What follows belongs to an exercise in optimizing a design on an open flow for small area; a production flow would make more cautious choices. For this run, only the layout was checked, not whether the RTL still works. Power is estimated from default activity; no workload was simulated.

$ cat flow/config.mk
export PLATFORM = sky130hd
export DESIGN_NAME = median_mc_stream
export DESIGN_NICKNAME = median_mc_stream
export VERILOG_FILES = /design/flow/design.v
export SDC_FILE = /design/flow/constraint.sdc
export NUM_CORES = 4
export LEC_CHECK = 0
export CAP_MARGIN = 20
export CORE_MARGIN = 2
export CORE_UTILIZATION = 40
export SLEW_MARGIN = 20
$ cat flow/constraint.sdc
create_clock -name core_clock -period 4.5 [get_ports {i_clk}]
set_input_delay 0.9000 -clock core_clock [delete_from_list [all_inputs] [get_ports {i_clk}]]
set_output_delay 0.9000 -clock core_clock [all_outputs]
set_load 0.01 [all_outputs]
$ cat flow/design.v
package median_pkg;
    localparam int WIN_PIX  = 9;
    localparam int WIN_ROWS = 3;
    localparam int ROW_LEN  = 3;
endpackage
import median_pkg::*;
module median3x3_core #(
    parameter int DW = 8
) (
    input  logic [median_pkg::WIN_PIX*DW-1:0] i_win,
    output logic [DW-1:0]                     o_med
);
    function automatic logic gt(input logic [DW-1:0] a, input logic [DW-1:0] b);
        logic g;
        g = 1'b0;
        for (int i = 0; i < DW; i++)
            g = (a[i] & ~b[i]) | ((a[i] | ~b[i]) & g);
        gt = g;
    endfunction
    function automatic logic ex4(input logic [7:0] v);
        logic [7:0] s;
        logic       t;
        s = v;
        for (int p = 1; p < 8; p = p * 2)
            for (int k = p; k >= 1; k = k / 2)
                for (int j = k % p; j + k < 8; j += 2 * k)
                    for (int i = 0; i < k; i++)
                        if (i + j + k < 8 && (i + j) / (2 * p) == (i + j + k) / (2 * p)) begin
                            t            = s[i + j] & s[i + j + k];
                            s[i + j + k] = s[i + j] | s[i + j + k];
                            s[i + j]     = t;
                        end
        ex4 = s[4] & ~s[3];
    endfunction
    logic [WIN_PIX-1:0][DW-1:0]      x;
    logic [WIN_PIX-1:0][WIN_PIX-1:0] below;    
    logic [WIN_PIX-1:0][7:0]         others;   
    logic [WIN_PIX-1:0]              sel;
    always_comb begin
        x     = i_win;
        below = '0;
        for (int i = 0; i < WIN_PIX; i++)
            for (int j = i + 1; j < WIN_PIX; j++) begin
                below[i][j] = gt(x[i], x[j]);
                below[j][i] = !below[i][j];
            end
        for (int i = 0; i < WIN_PIX; i++) begin
            for (int j = 0; j < WIN_PIX - 1; j++)
                others[i][j] = below[i][(j < i) ? j : j + 1];
            sel[i] = ex4(others[i]);
        end
        o_med = '0;
        for (int i = 0; i < WIN_PIX; i++)
            o_med = o_med | ({DW{sel[i]}} & x[i]);
    end
endmodule
import median_pkg::*;
module median_mc_stream #(
    parameter int DW         = 8,
    parameter int NUM_CH     = 4,
    parameter int FIFO_DEPTH = 16,
    parameter int PROG_FULL  = 12
) (
    input  logic                          i_clk,
    input  logic                          i_rst,
    input  logic                          s_valid,
    output logic                          s_ready,
    input  logic [NUM_CH*median_pkg::WIN_PIX*DW-1:0]  s_data,
    output logic                          m_valid,
    input  logic                          m_ready,
    output logic [DW-1:0]                 m_data,
    output logic [((NUM_CH > 1) ? $clog2(NUM_CH) : 1)-1:0] m_chan,
    output logic                          m_last,
    output logic                          o_prog_full,
    output logic [$clog2(FIFO_DEPTH):0]   o_fifo_count
);
    localparam int IW = (NUM_CH > 1) ? $clog2(NUM_CH) : 1;
    localparam int AW = $clog2(FIFO_DEPTH);
    localparam int CW = AW + 1;
    localparam logic [CW-1:0] PF_C = CW'(PROG_FULL);
    logic                 r_v1, r_v2, r_v3;
    logic [NUM_CH*DW-1:0] w_meds, r_m1, r_m2, r_m3;
    logic                 w_adv, w_pop, w_full, w_push;
    logic [DW-1:0]        r_mem [FIFO_DEPTH];
    logic [AW-1:0]        r_wr_ptr, r_rd_ptr;
    logic [CW-1:0]        r_count;
    for (genvar ch = 0; ch < NUM_CH; ch++) begin : g_ch
        median3x3_core #(.DW(DW)) u_core (
            .i_win (s_data[ch*WIN_PIX*DW +: WIN_PIX*DW]),
            .o_med (w_meds[ch*DW +: DW])
        );
    end
    always_comb begin
        w_pop   = m_valid && m_ready;
        w_full  = r_count[AW] && !w_pop;
        w_push  = r_v3 && !w_full;
        w_adv   = !(r_v3 && !(w_push && (r_wr_ptr[IW-1:0] == IW'(NUM_CH - 1))));
        s_ready = w_adv && !i_rst;
    end
    assign m_valid      = (r_count != '0);
    assign m_data       = r_mem[r_rd_ptr];
    assign m_chan       = r_rd_ptr[IW-1:0];
    assign m_last       = (r_rd_ptr[IW-1:0] == IW'(NUM_CH - 1));
    assign o_prog_full  = (r_count >= PF_C);
    assign o_fifo_count = r_count;
    always_ff @(posedge i_clk) begin
        if (i_rst) begin
            r_v1     <= 1'b0;
            r_v2     <= 1'b0;
            r_v3     <= 1'b0;
            r_wr_ptr <= '0;
            r_rd_ptr <= '0;
            r_count  <= '0;
        end else begin
            if (w_adv) begin
                r_v1 <= s_valid;
                r_v2 <= r_v1;
                r_v3 <= r_v2;
            end
            if (w_push)
                r_wr_ptr <= r_wr_ptr + 1'b1;
            if (w_pop)
                r_rd_ptr <= r_rd_ptr + 1'b1;
            r_count <= r_count + CW'(w_push) - CW'(w_pop);
        end
    end
    always_ff @(posedge i_clk) begin
        if (w_adv) begin
            r_m1 <= w_meds;
            r_m2 <= r_m1;
            r_m3 <= r_m2;
        end
    end
    for (genvar a = 0; a < FIFO_DEPTH; a++) begin : g_mem
        always_ff @(posedge i_clk) begin
            if (w_push && (r_wr_ptr == AW'(a)))
                r_mem[a] <= r_m3[(a % NUM_CH)*DW +: DW];
        end
    end
endmodule
$ cat flow/flow/run.sh
#!/bin/bash
# Own layout flow: the standard ORFS flow, except that ABC maps the logic for area
# (map -a) instead of with ORFS's delay-biased area script. Everything else, including the
# registers and their names, is the standard synthesis and layout; ports are buffered with
# buf_2 rather than the delay buffer buffer_ports picks by default.
set -euo pipefail
W=$(pwd)
export FLOW_ABC_SCRIPT="$W/flow/abc.script"
{
  echo 'proc abc {args} {'
  echo '  set i [lsearch -exact $args -script]'
  echo '  if { $i >= 0 } { set args [lreplace $args [expr {$i + 1}] [expr {$i + 1}] $::env(FLOW_ABC_SCRIPT)] }'
  echo '  yosys abc {*}$args'
  echo '}'
  cat "$W/synth_recipe.tcl"
} > "$W/flow_synth.tcl"
bash "$W/standard.sh" SYNTH_SCRIPT="$W/flow_synth.tcl" BUFFER_PORTS_ARGS="-buffer_cell sky130_fd_sc_hd__buf_2" finish > "$W/flow_make.log" 2>&1
$ cat flow/flow/abc.script
strash
dch
map -a
topo
$ cat flow/standard.sh
#!/bin/bash
# synth_recipe.tcl (not shown) runs the flow's synth.tcl, then flattens the netlist and writes it again
# the make line also repeats each setting of config.mk as NAME=value (left out here)
make -C /OpenROAD-flow-scripts/flow DESIGN_CONFIG=/design/flow/config.mk WORK_HOME=/design/flow/orfs CLKGATE_MAP_FILE= SYNTH_SCRIPT=/design/flow/synth_recipe.tcl "${@:-finish}"
==> run notes <==
==> cell usage after synthesis, drive strengths merged (2+ instances only) <==
cell       n
a2111o     2
a2111oi    3
a211oi    46
a21oi    419
a221oi   114
a22o       5
a22oi    123
a311oi     2
a31oi     15
a32o       5
a41oi      6
and2       2
buf        2
clkinv   447
dfxtp     16
edfxtp   224
ha        16
maj3       4
nand2    295
nand3     24
nand4     18
nor2     288
nor3      22
nor4      12
o2111a     2
o2111ai   11
o211ai     7
o21a      14
o21ai    520
o21bai     3
o221a     11
o221ai   183
o22a       3
o22ai    472
o32ai      3
or2       35
or3        2
xnor2     14
xor2      18
==> path summary, 6_finish.rpt <==
path	start	end	slack, ps	cells past startpoint
worst max register to register	r_count[2]	r_m1[23]	1650	10
worst min register to register	r_m2[7]	r_m3[7]	420	0
worst min-delay path	r_m2[7]	r_m3[7]	420	0
worst max-delay path	s_data[144]	r_m1[18]	250	22
==> area by class of cell <==
type                       count  area [µm²]
multi-input combinational   2726       15900
tap                          782         978
clock inverter                10         101
inverter                     447        1700
timing repair buffer         886        5980
fill                        6042       28200
antenna                        2        5.00
clock buffer                  29         618
sequential                   240        7050
==> report_power, final <==
part	total [mW]	internal [mW]	switching, mW	leakage [nW]
logic	5.49	2.18	3.31	9.33
clock network	1.87	1.08	0.786	0.358
registers	2.88	2.74	0.132	2.03
==> layer usage <==
layer  track usage [%]  routed length (µm)  vias to the layer above  part of all wire, %
met5                 0                   0                        -                    0
met2              54.9               51400                     2004                   46
li1                  -                   -                    15519                    -
met3              3.17                9160                      347                  8.2
met4              11.7                4330                        0                  3.9
met1              45.4               47100                    15219                   42
==> registers in the layout, indices dropped and copies added, names as in the netlist <==
| signal | count |
|---|---|
| r_count | 5 |
| r_m1 | 32 |
| r_m2 | 32 |
| r_m3 | 32 |
| r_mem | 128 |
| r_rd_ptr | 4 |
| r_v1 | 1 |
| r_v2 | 1 |
| r_v3 | 1 |
| r_wr_ptr | 4 |
==> logic make-up after synthesis <==
kind of cell / after synthesis / synth area share [%]
buf+inv: 449 / 6.91
simple gates: 699 / 11.7
xor+xnor: 32 / 1.14
flops: 240 / 28.8
compound gates: 1974 / 50.4
fa+ha+maj: 21 / 1.06
==> what timing repair did <==
action                     4_1_cts  5_1_grt
setup endpoints to repair        0       10
buffers inserted                 0        5
resized for setup                0       27
==> worst max-delay path, cell delays in order <==
cell      delay [ps]
buf_2             90
clkinv_1         240
buf_4            240
o22ai_1          150
o221ai_1         140
o221ai_1         130
o21ai_0          160
o21ai_0          100
o221ai_1         140
o21ai_0          110
a21oi_1           70
o22ai_1          290
or2_2            190
nand2_1           70
o22ai_1          150
o221ai_1         150
xnor2_1          280
buf_12           170
o221ai_1         110
a221oi_1         250
o221a_2          230
o221ai_1         100
==> run_results.csv <==
group,metric,value,unit
status,status,"complete, no violations",
synthesis,synth_ff_type,"edfxtp_1",
drt,drc_errors,0,
synthesis,syn_inst,3415,
layout,final-instance-count-excl-fill,5122,
global_route,grt_use_total,33.3,%
drt,antenna_left,0,
synthesis,yosys.area.top_type,"edfxtp_1",
clock_tree,clk_pin_slew,60,ps
drt,drt-initial-drc-count,4193,
global_route,grt_max_degree,58,
synthesis,syn_nets,3724,
clock_tree,ctsHtreeMaxLevel,1,
layout,final_nets,4633,
power_and_ir_drop,power_density,317,mW/mm²
sta,finalHoldViolations,0,
sta,fin_skew,10.9,ps
die,die_h,252,µm
run,cap_violations,0,
die,initial_utilization,40.5,%
sta,worst_pin_slew,987,ps
layout,fin_util,53.4,%
synthesis,synth-seq-area-share,28.8,%
layout,most-common-layout-cells,"buf_4, o21ai_0, o22ai_1",
clock_tree,ctsHoldBuffers,0,
sta,min_period,4250,ps
sta,setup_tns,0,ps
placement,dp_slack,-284,ps
min_path,hp-class,"reg2reg",
power_and_ir_drop,power.total,10.2,mW
drt,wl_per_cell,21.9,µm
power_and_ir_drop,leakage,11.7,nW
global_route,antenna_found_initial,2,
sta,worst_slack,255,ps
placement,post_dp_cell_area,0.0314,mm²
clock_tree,cts.sinks,240,
worst_setup_path,cp.arrival,4470,ps
placement,dp.cells,5076,
synthesis,synth_warnings,3,
global_route,grt_pass1_vias,30756,
global_route,overflow,0,
synthesis,yosysTopAreaCellShare,27.4,%
layout,syn_to_final_growth,31.8,%
layout,drive_gt1_share,23.1,%
die,dieArea,0.0633,mm²
drt,drt_pass1_iterations,6,
synthesis,avgSynthCellArea,7.18,µm²
synthesis,synth-seq-cells,240,
placement,port_buffers,310,
sta,slew_viol_final,0,
die,coreArea,0.0605,mm²
worst_setup_path,end_kind,"register",
clock_tree,insertion_delay,500,ps
placement,place_hpwl,89800,µm
clock_tree,cts_made_buffers,23,
clock_tree,cts.path.max_buffers,3,
worst_setup_path,critPathMaxFanout,8,
sta,setup_violations,0,
sta,hold_slack,417,ps
layout,fin_area,0.0323,mm²
global_route,grt_pass1_wl,171000,µm
placement,globalplace.congestion,1.04,
synthesis,netlist-cell-type-count,46,
synthesis,async_flop_share,0,%
die,io-pin-count,311,
worst_setup_path,critical_path_class,"in2reg",
clock_tree,root_buffer,"clkbuf_16",
synthesis,syn_area,0.0245,mm²
drt,routed_wl,112000,µm
clock_tree,cts_tree,"yes",
worst_setup_path,startpoint_type,"input port",
sta,max_freq,236,MHz
drt,num_vias,33089,
sta,slew_headroom,33.7,%
power_and_ir_drop,irDropWorstVdd,0.264,mV
synthesis,synth_area_leaders,"edfxtp_1, o22ai_1, o21ai_0",
die,fp.dieW,252,µm
worst_setup_path,required,4730,ps
sta,fin_crit_sh,94.3,%
synthesis,synth_edf_count,224,
layout,layout_commonest_cell,"buf_4",
drt,routed_via_density,6.46,
die,num_rows,90,

-- afterwards: timing with drivers on the ports --
In the flow no input, the clock included, has a driving cell. The finished layout below was timed again as built, in two steps. Step 1 assumes that a clkbuf_16 drives the clock port and a buf_2 every other input. Step 2 times the ports against the registers' clock, not the clock port: input delays grow and output delays shrink by t, the midpoint of the rising clock arrivals with the driver on. Slacks: no drivers / after step 1 / after step 2; pairs: no drivers / after step 1.
t (ns): 0.544
setup WS [ns]: 0.255 / 0.275 / -0.270
worst setup path after step 2: input to register
With both steps, setup timing fails in this run, where it was met with ideal ports. The setup slack of this run moves by +0.020 ns with the drivers and by -0.525 ns with both steps.
